What follows belongs to an exercise in optimizing a design on an open flow for small area and a short achievable clock period; a production flow would make more cautious choices.
Where RTL was checked, it was by simulation tests only, not by an equivalence proof against the original.
Power is estimated from default activity; no workload was simulated.

==> flow/design.v <==
package jram_pkg;
  typedef enum logic {
    SEQ_IDLE,
    SEQ_CLEAR
  } seq_e;
  localparam int JRAM_WIDTH = 8;
  localparam int JRAM_ABITS = 8;
  function automatic int jram_depth(input int abits);
    jram_depth = 1 << abits;
  endfunction
endpackage
module jmar
#(
  parameter int ABITS = jram_pkg::JRAM_ABITS
) (
  input  logic             clk_i,
  input  logic             rst_ni,
  input  logic             hold_i,
  input  logic             ld_i,
  input  logic             inc_i,
  input  logic [ABITS-1:0] d_i,
  output logic [ABITS-1:0] mar_o
);
  logic [ABITS-1:0] mar_q;
  logic [ABITS-1:0] mar_d;
  always_comb begin
    mar_d = mar_q;
    if (!hold_i) begin
      if (ld_i) begin
        mar_d = d_i;
      end else if (inc_i) begin
        mar_d = mar_q + 1'b1;
      end
    end
  end
  always_ff @(posedge clk_i) begin
    if (!rst_ni) begin
      mar_q <= '0;
    end else begin
      mar_q <= mar_d;
    end
  end
  assign mar_o = mar_q;
endmodule
module jword
#(
  parameter int WIDTH = jram_pkg::JRAM_WIDTH
) (
  input  logic             clk_i,
  input  logic             ld_i,
  input  logic             hd_i,
  input  logic [WIDTH-1:0] d_i,
  output logic [WIDTH-1:0] q_o
);
  logic [WIDTH-1:0] q;
  always_ff @(posedge clk_i) begin
    q <= (q & {WIDTH{hd_i}}) | (d_i & {WIDTH{ld_i}});
  end
  assign q_o = q;
endmodule
module jrsel8 (
  input  logic [7:0] s_i,
  input  logic [7:0] w_i,
  output logic       y_o
);
  assign y_o = |(s_i & w_i);
endmodule
module jor32 (
  input  logic [31:0] a_i,
  output logic        y_o
);
  assign y_o = |a_i;
endmodule
module jnor2 (
  input  logic a_i,
  input  logic b_i,
  output logic y_o
);
  assign y_o = ~(a_i | b_i);
endmodule
module jram
#(
  parameter int WIDTH = jram_pkg::JRAM_WIDTH,
  parameter int ABITS = jram_pkg::JRAM_ABITS
) (
  input  logic             wclk,
  input  logic             wrst_n,
  input  logic [WIDTH-1:0] bis,
  input  logic             wsa,
  input  logic             winc,
  input  logic             ws,
  input  logic             we,
  output logic [WIDTH-1:0] bos,
  output logic [ABITS-1:0] bmar,
  output logic             wbusy
);
  localparam int DEPTH = jram_pkg::jram_depth(ABITS);
  logic [ABITS-1:0] mar;
  logic             busy;
  jmar #(
    .ABITS(ABITS)
  ) u_jmar (
    .clk_i (wclk),
    .rst_ni(wrst_n),
    .hold_i(busy),
    .ld_i  (wsa),
    .inc_i (winc),
    .d_i   (bis[ABITS-1:0]),
    .mar_o (mar)
  );
  logic [ABITS:0] cnt_q;
  always_ff @(posedge wclk) begin
    if (!wrst_n) begin
      cnt_q <= '0;
    end else if (!cnt_q[ABITS]) begin
      cnt_q <= cnt_q + 1'b1;
    end
  end
  assign busy = ~cnt_q[ABITS];
  logic wr_go;
  logic ld_go;
  logic inc_go;
  assign wr_go  = ws & ~busy;
  assign ld_go  = wsa & ~busy;
  assign inc_go = winc & ~busy;
  logic [15:0] wh_n;
  logic [15:0] wl_n;
  logic        rst_b;
  logic [WIDTH-1:0] wdat;
  assign rst_b = ~wrst_n;
  always_comb begin
    for (int j = 0; j < 16; j++) begin
      wh_n[j] = ~(wr_go & ~rst_b & (mar[7:4] == 4'(j)));
      wl_n[j] = ~(mar[3:0] == 4'(j));
    end
  end
  assign wdat = bis;
  logic [DEPTH*WIDTH-1:0] mem;
  logic [DEPTH-1:0]       wld;
  logic [DEPTH-1:0]       whd;
  for (genvar i = 0; i < DEPTH; i++) begin : g_w
    jnor2 u_ld (.a_i(wh_n[i/16]), .b_i(wl_n[i%16]), .y_o(wld[i]));
    jnor2 u_hd (.a_i(wld[i]),     .b_i(rst_b),      .y_o(whd[i]));
    jword #(
      .WIDTH(WIDTH)
    ) u_word (
      .clk_i(wclk),
      .ld_i (wld[i]),
      .hd_i (whd[i]),
      .d_i  (wdat),
      .q_o  (mem[i*WIDTH +: WIDTH])
    );
  end
  logic [ABITS-1:0] mar_inc;
  logic [ABITS-1:0] radr;
  logic [15:0]      rh_n;
  logic [15:0]      rl_n;
  assign mar_inc = mar + 1'b1;
  assign radr    = wsa ? bis[ABITS-1:0] : mar_inc;
  always_comb begin
    for (int j = 0; j < 16; j++) begin
      rh_n[j] = ~(radr[7:4] == 4'(j));
      rl_n[j] = ~(radr[3:0] == 4'(j));
    end
  end
  logic [DEPTH-1:0]          rsel;
  logic [DEPTH/8*WIDTH-1:0]  t8;      
  logic [WIDTH-1:0]          rd;
  for (genvar i = 0; i < DEPTH; i++) begin : g_rs
    jnor2 u_rs (.a_i(rh_n[i/16]), .b_i(rl_n[i%16]), .y_o(rsel[i]));
  end
  for (genvar g = 0; g < DEPTH/8; g++) begin : g_t8
    for (genvar b = 0; b < WIDTH; b++) begin : g_b
      logic [7:0] w;
      for (genvar k = 0; k < 8; k++) begin : g_k
        assign w[k] = mem[(8*g+k)*WIDTH + b];
      end
      jrsel8 u_t8 (
        .s_i(rsel[8*g +: 8]),
        .w_i(w),
        .y_o(t8[g*WIDTH + b])
      );
    end
  end
  for (genvar b = 0; b < WIDTH; b++) begin : g_t32
    logic [DEPTH/8-1:0] w;
    for (genvar g = 0; g < DEPTH/8; g++) begin : g_g
      assign w[g] = t8[g*WIDTH + b];
    end
    jor32 u_t32 (.a_i(w), .y_o(rd[b]));
  end
  logic [WIDTH-1:0] rdat_q;
  logic [WIDTH-1:0] rdat_d;
  always_comb begin
    if (ld_go) begin
      rdat_d = (wr_go && bis[ABITS-1:0] == mar) ? bis : rd;
    end else if (inc_go) begin
      rdat_d = rd;
    end else begin
      rdat_d = wr_go ? bis : rdat_q;
    end
  end
  always_ff @(posedge wclk) begin
    if (!wrst_n) begin
      rdat_q <= '0;
    end else begin
      rdat_q <= rdat_d;
    end
  end
  assign bos   = rdat_q & {WIDTH{we & ~busy}};
  assign bmar  = mar;
  assign wbusy = busy;
endmodule
clock: 5.5 ns
lec_check: 0
cap_margin: 20
core_margin: 2
core_utilization: 55
setup_slack_margin: 2.6
slew_margin: 20
synth_hierarchical: 1
run.sh (not shown) runs the stock make flow with config.mk's settings and CLKGATE_MAP_FILE= SYNTH_SCRIPT=/design/flow/synth_recipe.tcl, a recipe that flattens the netlist after the stock synthesis.
Edit:
--- a/flow/design.v
+++ b/flow/design.v
@@ -150,18 +150,38 @@
       .d_i  (wdat),
       .q_o  (mem[i*WIDTH +: WIDTH])
     );
   end
-  logic [ABITS-1:0] mar_inc;
-  logic [ABITS-1:0] radr;
+  logic [ABITS-1:0] mar_nx;
+  logic [ABITS-1:0] mar_nx_inc;
+  logic [15:0]      ih_q;
+  logic [15:0]      il_q;
   logic [15:0]      rh_n;
   logic [15:0]      rl_n;
-  assign mar_inc = mar + 1'b1;
-  assign radr    = wsa ? bis[ABITS-1:0] : mar_inc;
-  always_comb begin
+  logic             use_rd;
+  always_comb begin
+    if (!wrst_n) begin
+      mar_nx = '0;
+    end else if (ld_go) begin
+      mar_nx = bis[ABITS-1:0];
+    end else if (inc_go) begin
+      mar_nx = mar + 1'b1;
+    end else begin
+      mar_nx = mar;
+    end
+  end
+  assign mar_nx_inc = mar_nx + 1'b1;
+  always_ff @(posedge wclk) begin
     for (int j = 0; j < 16; j++) begin
-      rh_n[j] = ~(radr[7:4] == 4'(j));
-      rl_n[j] = ~(radr[3:0] == 4'(j));
+      ih_q[j] <= (mar_nx_inc[7:4] == 4'(j));
+      il_q[j] <= (mar_nx_inc[3:0] == 4'(j));
+    end
+  end
+  assign use_rd = ld_go | inc_go;
+  always_comb begin
+    for (int j = 0; j < 16; j++) begin
+      rh_n[j] = ~(use_rd & (wsa ? (bis[7:4] == 4'(j)) : ih_q[j]));
+      rl_n[j] = ~(wsa ? (bis[3:0] == 4'(j)) : il_q[j]);
     end
   end
   logic [DEPTH-1:0]          rsel;
   logic [DEPTH/8*WIDTH-1:0]  t8;      
@@ -190,17 +210,13 @@
     jor32 u_t32 (.a_i(w), .y_o(rd[b]));
   end
   logic [WIDTH-1:0] rdat_q;
   logic [WIDTH-1:0] rdat_d;
-  always_comb begin
-    if (ld_go) begin
-      rdat_d = (wr_go && bis[ABITS-1:0] == mar) ? bis : rd;
-    end else if (inc_go) begin
-      rdat_d = rd;
-    end else begin
-      rdat_d = wr_go ? bis : rdat_q;
-    end
-  end
+  logic             fwd;
+  logic [WIDTH-1:0] alt;
+  assign fwd    = ld_go & wr_go & (bis[ABITS-1:0] == mar);
+  assign alt    = fwd ? bis : (use_rd ? '0 : (wr_go ? bis : rdat_q));
+  assign rdat_d = (rd & {WIDTH{~fwd}}) | alt;
   always_ff @(posedge wclk) begin
     if (!wrst_n) begin
       rdat_q <= '0;
     end else begin
=> The new run produced a clean layout; setup slack improves by 0.84 ns; routed wire length rose by about 4.3%; global-route usage rose by 0.97 points; via count rose by about 1.7%; power rose by about 2%; design area rose by 5.2%; sequential share of layout area fell by 1.6 points; count of clock-buffer cells in the layout fell by 11; clock skew fell by 0.0039 ns; sequential power is about the same.
Function was not checked in any run of this note: the RTL went through the layout flow alone.

## rev 12
RTL: one of the versions met above, not the one the previous note started from.
For scale: ~7,200 cells after synthesis, about 2,100 flip-flops, roughly 31 I/O pins.
==> flow/design.v (excerpt) <==
module jram
#(
  parameter int WIDTH = jram_pkg::JRAM_WIDTH,
  parameter int ABITS = jram_pkg::JRAM_ABITS
) (
  input  logic             wclk,
  input  logic             wrst_n,
  input  logic [WIDTH-1:0] bis,
  input  logic             wsa,
  input  logic             winc,
  input  logic             ws,
  input  logic             we,
  output logic [WIDTH-1:0] bos,
  output logic [ABITS-1:0] bmar,
  output logic             wbusy
);
==> module jor32, before the edit <==
module jor32 (
  input  logic [31:0] a_i,
  output logic        y_o
);
  assign y_o = |a_i;
endmodule
==> module jram, before the edit <==
module jram
#(
  parameter int WIDTH = jram_pkg::JRAM_WIDTH,
  parameter int ABITS = jram_pkg::JRAM_ABITS
) (
  input  logic             wclk,
  input  logic             wrst_n,
  input  logic [WIDTH-1:0] bis,
  input  logic             wsa,
  input  logic             winc,
  input  logic             ws,
  input  logic             we,
  output logic [WIDTH-1:0] bos,
  output logic [ABITS-1:0] bmar,
  output logic             wbusy
);
  localparam int DEPTH = jram_pkg::jram_depth(ABITS);
  logic [ABITS-1:0] mar;
  logic             busy;
  jmar #(
    .ABITS(ABITS)
  ) u_jmar (
    .clk_i (wclk),
    .rst_ni(wrst_n),
    .hold_i(busy),
    .ld_i  (wsa),
    .inc_i (winc),
    .d_i   (bis[ABITS-1:0]),
    .mar_o (mar)
  );
  logic [ABITS:0] cnt_q;
  always_ff @(posedge wclk) begin
    if (!wrst_n) begin
      cnt_q <= '0;
    end else if (!cnt_q[ABITS]) begin
      cnt_q <= cnt_q + 1'b1;
    end
  end
  assign busy = ~cnt_q[ABITS];
  logic wr_go;
  logic ld_go;
  logic inc_go;
  assign wr_go  = ws & ~busy;
  assign ld_go  = wsa & ~busy;
  assign inc_go = winc & ~busy;
  logic [15:0] wh_n;
  logic [15:0] wl_n;
  logic        rst_b;
  logic [WIDTH-1:0] wdat;
  assign rst_b = ~wrst_n;
  always_comb begin
    for (int j = 0; j < 16; j++) begin
      wh_n[j] = ~(wr_go & ~rst_b & (mar[7:4] == 4'(j)));
      wl_n[j] = ~(mar[3:0] == 4'(j));
    end
  end
  assign wdat = bis;
  logic [DEPTH*WIDTH-1:0] mem;
  logic [DEPTH-1:0]       wld;
  logic [DEPTH-1:0]       whd;
  for (genvar i = 0; i < DEPTH; i++) begin : g_w
    jnor2 u_ld (.a_i(wh_n[i/16]), .b_i(wl_n[i%16]), .y_o(wld[i]));
    jnor2 u_hd (.a_i(wld[i]),     .b_i(rst_b),      .y_o(whd[i]));
    jword #(
      .WIDTH(WIDTH)
    ) u_word (
      .clk_i(wclk),
      .ld_i (wld[i]),
      .hd_i (whd[i]),
      .d_i  (wdat),
      .q_o  (mem[i*WIDTH +: WIDTH])
    );
  end
  logic [ABITS-1:0] mar_nx;
  logic [ABITS-1:0] mar_nx_inc;
  logic [15:0]      ih_q;
  logic [15:0]      il_q;
  logic [15:0]      rh_n;
  logic [15:0]      rl_n;
  logic             use_rd;
  always_comb begin
    if (!wrst_n) begin
      mar_nx = '0;
    end else if (ld_go) begin
      mar_nx = bis[ABITS-1:0];
    end else if (inc_go) begin
      mar_nx = mar + 1'b1;
    end else begin
      mar_nx = mar;
    end
  end
  assign mar_nx_inc = mar_nx + 1'b1;
  always_ff @(posedge wclk) begin
    for (int j = 0; j < 16; j++) begin
      ih_q[j] <= (mar_nx_inc[7:4] == 4'(j));
      il_q[j] <= (mar_nx_inc[3:0] == 4'(j));
    end
  end
  assign use_rd = ld_go | inc_go;
  always_comb begin
    for (int j = 0; j < 16; j++) begin
      rh_n[j] = ~(use_rd & (wsa ? (bis[7:4] == 4'(j)) : ih_q[j]));
      rl_n[j] = ~(wsa ? (bis[3:0] == 4'(j)) : il_q[j]);
    end
  end
  logic [DEPTH-1:0]          rsel;
  logic [DEPTH/8*WIDTH-1:0]  t8;      
  logic [WIDTH-1:0]          rd;
  for (genvar i = 0; i < DEPTH; i++) begin : g_rs
    jnor2 u_rs (.a_i(rh_n[i/16]), .b_i(rl_n[i%16]), .y_o(rsel[i]));
  end
  for (genvar g = 0; g < DEPTH/8; g++) begin : g_t8
    for (genvar b = 0; b < WIDTH; b++) begin : g_b
      logic [7:0] w;
      for (genvar k = 0; k < 8; k++) begin : g_k
        assign w[k] = mem[(8*g+k)*WIDTH + b];
      end
      jrsel8 u_t8 (
        .s_i(rsel[8*g +: 8]),
        .w_i(w),
        .y_o(t8[g*WIDTH + b])
      );
    end
  end
  for (genvar b = 0; b < WIDTH; b++) begin : g_t32
    logic [DEPTH/8-1:0] w;
    for (genvar g = 0; g < DEPTH/8; g++) begin : g_g
      assign w[g] = t8[g*WIDTH + b];
    end
    jor32 u_t32 (.a_i(w), .y_o(rd[b]));
  end
  logic [WIDTH-1:0] rdat_q;
  logic [WIDTH-1:0] rdat_d;
  logic             fwd;
  logic [WIDTH-1:0] alt;
  assign fwd    = ld_go & wr_go & (bis[ABITS-1:0] == mar);
  assign alt    = fwd ? bis : (use_rd ? '0 : (wr_go ? bis : rdat_q));
  assign rdat_d = (rd & {WIDTH{~fwd}}) | alt;
  always_ff @(posedge wclk) begin
    if (!wrst_n) begin
      rdat_q <= '0;
    end else begin
      rdat_q <= rdat_d;
    end
  end
  assign bos   = rdat_q & {WIDTH{we & ~busy}};
  assign bmar  = mar;
  assign wbusy = busy;
endmodule
export LEC_CHECK = 0
export CAP_MARGIN = 20
export CORE_MARGIN = 2
export CORE_UTILIZATION = 70
export SETUP_SLACK_MARGIN = 2.6
export SLEW_MARGIN = 20
export SYNTH_HIERARCHICAL = 1
create_clock -name core_clock -period 5.5 [get_ports {wclk}]
Changes in rev 13 relative to rev 12:
diff --git a/flow/design.v b/flow/design.v
--- a/flow/design.v
+++ b/flow/design.v
@@ -64,13 +64,15 @@
   output logic       y_o
 );
   assign y_o = |(s_i & w_i);
 endmodule
-module jor32 (
+module jrfin (
   input  logic [31:0] a_i,
+  input  logic        kill_i,
+  input  logic        alt_i,
   output logic        y_o
 );
-  assign y_o = |a_i;
+  assign y_o = ((|a_i) & ~kill_i) | alt_i;
 endmodule
 module jnor2 (
   input  logic a_i,
   input  logic b_i,
@@ -201,28 +203,28 @@
         .y_o(t8[g*WIDTH + b])
       );
     end
   end
-  for (genvar b = 0; b < WIDTH; b++) begin : g_t32
+  logic [WIDTH-1:0] rdat_q;
+  logic [WIDTH-1:0] rdat_d;
+  logic             fwd;
+  logic             kill;
+  logic [WIDTH-1:0] alt;
+  assign fwd  = ld_go & wr_go & (bis[ABITS-1:0] == mar);
+  assign kill = fwd | rst_b;
+  assign alt  = rst_b  ? '0 :
+                fwd    ? bis :
+                use_rd ? '0 :
+                wr_go  ? bis : rdat_q;
+  for (genvar b = 0; b < WIDTH; b++) begin : g_fin
     logic [DEPTH/8-1:0] w;
     for (genvar g = 0; g < DEPTH/8; g++) begin : g_g
       assign w[g] = t8[g*WIDTH + b];
     end
-    jor32 u_t32 (.a_i(w), .y_o(rd[b]));
-  end
-  logic [WIDTH-1:0] rdat_q;
-  logic [WIDTH-1:0] rdat_d;
-  logic             fwd;
-  logic [WIDTH-1:0] alt;
-  assign fwd    = ld_go & wr_go & (bis[ABITS-1:0] == mar);
-  assign alt    = fwd ? bis : (use_rd ? '0 : (wr_go ? bis : rdat_q));
-  assign rdat_d = (rd & {WIDTH{~fwd}}) | alt;
+    jrfin u_fin (.a_i(w), .kill_i(kill), .alt_i(alt[b]), .y_o(rdat_d[b]));
+  end
   always_ff @(posedge wclk) begin
-    if (!wrst_n) begin
-      rdat_q <= '0;
-    end else begin
-      rdat_q <= rdat_d;
-    end
+    rdat_q <= rdat_d;
   end
   assign bos   = rdat_q & {WIDTH{we & ~busy}};
   assign bmar  = mar;
   assign wbusy = busy;
- Rev 13 | status: complete | timing, DRC, antenna: pass
- When rev 13 is measured against rev 12, its share of final layout cell area taken by clock buffers and inverters turns out 0.40 points higher.
- Compared with rev 12, in rev 13 maximum frequency moved up, final design instance area without fill went down about 2.5%, final hold slack barely changed, simple-gate area share of the yosys netlist comparable.
- Between rev 12 and rev 13, the combinational power is higher for rev 12.
- Rev 13 and rev 12 ended up with roughly the same clock latency reported for the late side of the worst-skew pair.
Function not checked in rev 12: the RTL went through the layout flow alone.

[separate check: timing with driven ports]
No port has a modelled driver above. Below, the same layouts with a new extraction and two added sets of constraints. Step 1 sets driving cells, clkbuf_16 on the clock port and buf_2 on the other inputs (assumed; they add their load-dependent delay and slew). Step 2, shift: input delay + t, output delay - t, t = (earliest + latest rising clock arrival at the registers) / 2. This alone moves slack from input paths to output paths. Three values: ideal ports, drivers, drivers and shift; two values: the first two.
run	t (ns)	slack for setup (ns)	slew at the worst register clock pin (ns)	pins driven straight from the clock port
the first run of note 1	0.901	1.119 / 1.119 / 0.303	0.07 / 0.07	1
the second run of note 1	0.913	1.962 / 1.719 / 0.806	0.07 / 0.07	1
rev 12	0.901	1.942 / 1.738 / 0.837	0.07 / 0.07	1
rev 13	0.881	2.072 / 1.850 / 0.969	0.07 / 0.07	1
After both steps setup and hold are still met in every run listed. The setup slack of the second run of note 1, which loses most, moves by -0.243 ns with the drivers and by -1.156 ns with both steps.
